Context: an optimization exercise on an open-source flow, tuned for small area. The choices shown serve that exercise and are no tape-out recipe. Function was checked by simulation only, so behaviour that the tests miss may differ from the original.

==> flow/design.v <==
`timescale 1ns/1ps
module riscvTop (
   input  logic        CLK,
   input  logic        RSTn,
   output logic        iMemCsn,
   output logic [11:0] iMemAddr,    
   input  logic [31:0] iMemData,
   output logic        dMemCsn,
   output logic [11:0] dMemAddr,    
   output logic [31:0] dMemDout,
   input  logic [31:0] dMemData,
   output logic        dMemWen,
   output logic        rfWe,
   output logic [4:0]  rfRa1,
   output logic [4:0]  rfRa2,
   output logic [4:0]  rfWa,
   input  logic [31:0] rfRd1,
   input  logic [31:0] rfRd2,
   output logic [31:0] rfWd,
   output logic        halt,
   output logic [31:0] numInst
);
   logic [9:0]  pc;       
   logic [3:0]  ph;
   logic [31:0] r;
   logic [3:1]  prev;    
   logic        carry, eq;
   wire [31:0] ins = iMemData;
   wire [2:0]  f3  = ins[14:12];
   wire isJal   = ins[3];
   wire isLui   = ins[2] & ~ins[3];
   wire isSys   = ins[6] & ins[4];
   wire isBr    = ins[6] & ~ins[4] & ~ins[2];
   wire isLoad  = ~ins[5] & ~ins[4];
   wire isStore = ~ins[6] & ins[5] & ~ins[4];
   wire isImm   = ~ins[5] & ins[4];
   wire isAlu   = ~ins[6] & ins[4] & ~ins[2];    
   wire isReg   = isAlu & ins[5];
   wire regWr   = isAlu | isLui | isJal | isLoad;
   wire p2    = ph[3] & ~ph[2];             
   wire prime = (ph == 4'd15);
   wire wr    = ph[3] & ~ph[1] & ~ph[0];    
   wire [2:0] dig = ph[2:0];
   wire aluOp   = isAlu & ~p2;
   wire isSll   = aluOp & (f3 == 3'b001);
   wire isSrl   = aluOp & (f3 == 3'b101);
   wire isSlt   = aluOp & (f3 == 3'b010);
   wire isLogic = aluOp & f3[2] & (f3[1] | ~f3[0]);    
   wire isSub   = ~p2 & ((isReg & (f3 == 3'b000) & ins[30]) | (isAlu & (f3 == 3'b010)) | isBr);
   wire [4:0] shamt = isImm ? ins[24:20] : rfRd2[4:0];
   wire       frac  = |shamt[1:0];
   logic [3:0] ri;
   logic [1:0] fs;
   always_comb begin
      fs = 2'd0;
      if (isSrl)      fs = -shamt[1:0];
      else if (isSll) fs = shamt[1:0];
   end
   wire [3:0] first = isSrl ? {1'b0, shamt[4:2]} : isSll ? {1'b1, ~shamt[4:2]} : 4'hf;
   wire       setup = (ph == 4'd14);
   wire       hold  = prime & isSrl & ~frac;
   always_ff @(posedge CLK) ri <= setup ? first : ri + {3'd0, ~hold};
   wire       usePc   = isJal | p2;
   wire       inRange = ~ri[3] & ~isLui & ~usePc;
   logic [3:0] pcDig;
   always_comb begin
      case (dig)
         3'd0: pcDig = {pc[1:0], 2'b00};
         3'd1: pcDig = pc[5:2];
         3'd2: pcDig = pc[9:6];
         default: pcDig = 4'd0;
      endcase
   end
   wire [3:0] cur = inRange ? rfRd1[{ri[2:0], 2'b00} +: 4] : (usePc ? pcDig : 4'd0);
   logic [3:0] opA;
   always_comb begin
      case (fs)
         2'd0: opA = cur;
         2'd1: opA = {cur[2:0], prev[3]};
         2'd2: opA = {cur[1:0], prev[3:2]};
         default: opA = {cur[0], prev[3:1]};
      endcase
   end
   wire taken = isJal | (isBr & (eq ^ ins[12]));
   wire useS  = isStore | isBr;
   logic [3:0] immIS;
   always_comb begin
      case (dig)
         3'd0: immIS = useS ? ins[10:7] : ins[23:20];
         3'd1: immIS = {ins[27:25], useS ? ins[11] : ins[24]};
         3'd2: immIS = {p2 ? (isJal ? ins[20] : ins[7]) : ins[31], ins[30:28]};
         default: immIS = {4{ins[31]}};
      endcase
   end
   wire [3:0] four   = {1'b0, dig == 3'd0, 2'b00};
   wire [3:0] immU   = (dig < 3'd3) ? 4'd0 : ins[{dig, 2'b00} +: 4];
   wire [3:0] rs2Dig = rfRd2[{dig, 2'b00} +: 4];
   logic [3:0] opB;
   always_comb begin
      if (p2)                opB = taken ? immIS : four;
      else if (isReg | isBr) opB = rs2Dig;
      else if (isLui)        opB = immU;
      else if (isJal)        opB = four;
      else                   opB = immIS;
   end
   wire isShift = isSll | isSrl;
   wire [3:0] bx = (opB ^ {4{isSub}}) & {4{~isShift}};
   wire [3:0] p  = opA ^ bx;
   wire [3:0] g  = opA & bx;
   wire X = ~isSlt & ~(isLogic & f3[1] & f3[0]);
   wire A = ~isSlt & ~isLogic;
   wire O = isLogic & f3[1];
   logic [4:0] c;
   logic [3:0] out;
   always_comb begin
      c[0] = carry;
      for (int i = 0; i < 4; i++) begin
         out[i]   = ((p[i] & X) ^ (c[i] & A)) | (g[i] & O);
         c[i + 1] = g[i] | (p[i] & c[i]);
      end
   end
   wire lt  = ~c[4] ^ opA[3] ^ opB[3];
   wire p1dig = ~ph[3];
   wire last1 = p1dig & (dig == 3'd7);    
   always_ff @(posedge CLK) begin
      r     <= {out, r[31:4]};
      prev  <= cur[3:1];
      carry <= prime ? isSub : c[4] & ~last1;
      eq    <= (last1 & isSlt) ? lt : ((p1dig & (dig == 3'd0)) | eq) & (~p1dig | (out == 4'd0));
   end
   wire last = p2 & ph[1];                  
   always_ff @(posedge CLK) begin
      if (RSTn) begin
         ph   <= 4'd14;
         pc   <= 10'd0;
         halt <= 1'b0;
      end else begin
         case (ph)
            4'd10:   ph <= 4'd14;
            default: ph <= ph + 4'd1;
         endcase
         if (last && !isSys) pc <= {out, r[31:26]};
         if (wr && isSys) halt <= 1'b1;
      end
   end
   logic       cc, clr;
   wire        rot = p1dig & ~halt;
   wire [4:0]  inc = {1'b0, clr ? 4'd0 : numInst[3:0]} + {4'd0, (dig == 3'd0) | cc};
   always_ff @(posedge CLK) begin
      cc <= inc[4];
      if (rot) numInst <= {inc[3:0], numInst[31:4]};
      if (RSTn) clr <= 1'b1;
      else if (rot && dig == 3'd7) clr <= 1'b0;
   end
   assign iMemCsn  = 1'b0;
   assign iMemAddr = {pc, 2'b00};
   assign rfRa1    = ins[19:15];
   assign rfRa2    = ins[24:20];
   assign rfWa     = ins[11:7];
   assign rfWe     = wr & regWr & (ins[11:7] != 5'd0);
   assign rfWd     = isLoad ? dMemData : {r[31:1], r[0] | (isAlu & (f3 == 3'b010) & eq)};
   assign dMemCsn  = 1'b0;
   assign dMemWen  = ~(wr & isStore);
   assign dMemAddr = r[13:2];
   assign dMemDout = rfRd2;
endmodule
export LEC_CHECK = 0
export CAP_MARGIN = 20
export CORE_MARGIN = 2
export CORE_UTILIZATION = 40
export CTS_BUF_LIST = sky130_fd_sc_hd__clkbuf_8
export SLEW_MARGIN = 20
create_clock -name core_clock -period 7.0 [get_ports {CLK}]
standard.sh (not shown) runs the stock make flow with config.mk's settings and CLKGATE_MAP_FILE= SYNTH_SCRIPT=/design/flow/synth_recipe.tcl, a recipe that flattens the netlist after the stock synthesis.
==> flow/flow/run.sh <==
#!/bin/bash
# The standard ORFS layout (standard.sh), with these changes:
#  - synthesis: ABC maps the combinational logic for area
#    (flow/abc_area.script, in place of ORFS's delay-oriented abc_speed.script)
#    and adders are left to ABC as well instead of being mapped to the
#    library's half and full adders (ADDER_MAP_FILE empty). Everything else in
#    synthesis, including the flip-flops, their cell types and their names, is
#    ORFS's own;
#  - placement: the port buffers are the smallest buffer (buf_1) instead of
#    the cell buffer_ports picks; the resizer still upsizes any that timing,
#    slew or capacitance need;
#  - clock tree: clkbuf_8 buffers and no dummy loads.
# ORFS's logs are under orfs/logs/; make's own output is in standard_make.log.
set -euo pipefail
rm -rf scripts_local
cp -r "$FLOW_HOME/scripts" scripts_local
cp flow/abc_area.script scripts_local/abc_speed.script
export SCRIPTS_DIR="$PWD/scripts_local"
export ADDER_MAP_FILE=
export BUFFER_PORTS_ARGS="-buffer_cell sky130_fd_sc_hd__buf_1"
export CTS_ARGS="-sink_clustering_enable -repair_clock_nets -buf_list sky130_fd_sc_hd__clkbuf_8 -dont_use_dummy_load"
bash standard.sh > standard_make.log 2>&1
==> flow/flow/abc_area.script <==
strash
&get -n
&st
&syn2
&synch2
&put
dch -f
amap -x
strash
dch -f
amap -x
topo
stime -c
Rerun with:
--- a/flow/design.v
+++ b/flow/design.v
@@ -35,20 +35,20 @@
    wire isStore = ~ins[6] & ins[5] & ~ins[4];
    wire isImm   = ~ins[5] & ins[4];
    wire isAlu   = ~ins[6] & ins[4] & ~ins[2];    
    wire isReg   = isAlu & ins[5];
    wire regWr   = isAlu | isLui | isJal | isLoad;
-   wire p2    = ph[3] & ~ph[2];             
-   wire prime = (ph == 4'd15);
-   wire wr    = ph[3] & ~ph[1] & ~ph[0];    
-   wire [2:0] dig = ph[2:0];
    wire aluOp   = isAlu & ~p2;
    wire isSll   = aluOp & (f3 == 3'b001);
    wire isSrl   = aluOp & (f3 == 3'b101);
    wire isSlt   = aluOp & (f3 == 3'b010);
    wire isLogic = aluOp & f3[2] & (f3[1] | ~f3[0]);    
    wire isSub   = ~p2 & ((isReg & (f3 == 3'b000) & ins[30]) | (isAlu & (f3 == 3'b010)) | isBr);
+   wire p2    = ph[3] & ~ph[2];             
+   wire prime = (ph == 4'd15);
+   wire wr    = ph[3] & ~ph[1] & ~ph[0];    
+   wire [2:0] dig = ph[2:0];
    wire [4:0] shamt = isImm ? ins[24:20] : rfRd2[4:0];
    wire       frac  = |shamt[1:0];
    logic [3:0] ri;
    logic [1:0] fs;
    always_comb begin
The changed run passed the timing, DRC and antenna checks.
Routed wire length is unchanged.
Worst hold slack does not change.
Synthesized cell count is unchanged.
Final area is unchanged.
Maximum frequency stays the same.

[what the ideal ports hide]
Ports are ideal in the flow. The routed layouts listed here were re-timed in OpenROAD.
Step 1 sets driving cells, clkbuf_16 on the clock port and buf_2 on the other inputs (assumed; they add their load-dependent delay and slew).
Step 2, shift: input delay + t, output delay - t, t = (earliest + latest rising clock arrival at the registers) / 2. This alone moves slack from input paths to output paths.
Three values: ideal ports, drivers, drivers and shift; two values: the first two.
run | shift t [ns] | setup WS [ns] | clock arrival spread, ns | worst register clock-pin slew, ns | worst data-port slew with drivers (ns)
the first run | 0.357 | 0.800 / 0.805 / 0.448 | 0.024 / 0.024 | 0.09 / 0.09 | 0.05
the second run | 0.357 | 0.800 / 0.805 / 0.448 | 0.024 / 0.024 | 0.09 / 0.09 | 0.05
After both steps every run listed still meets setup and hold.
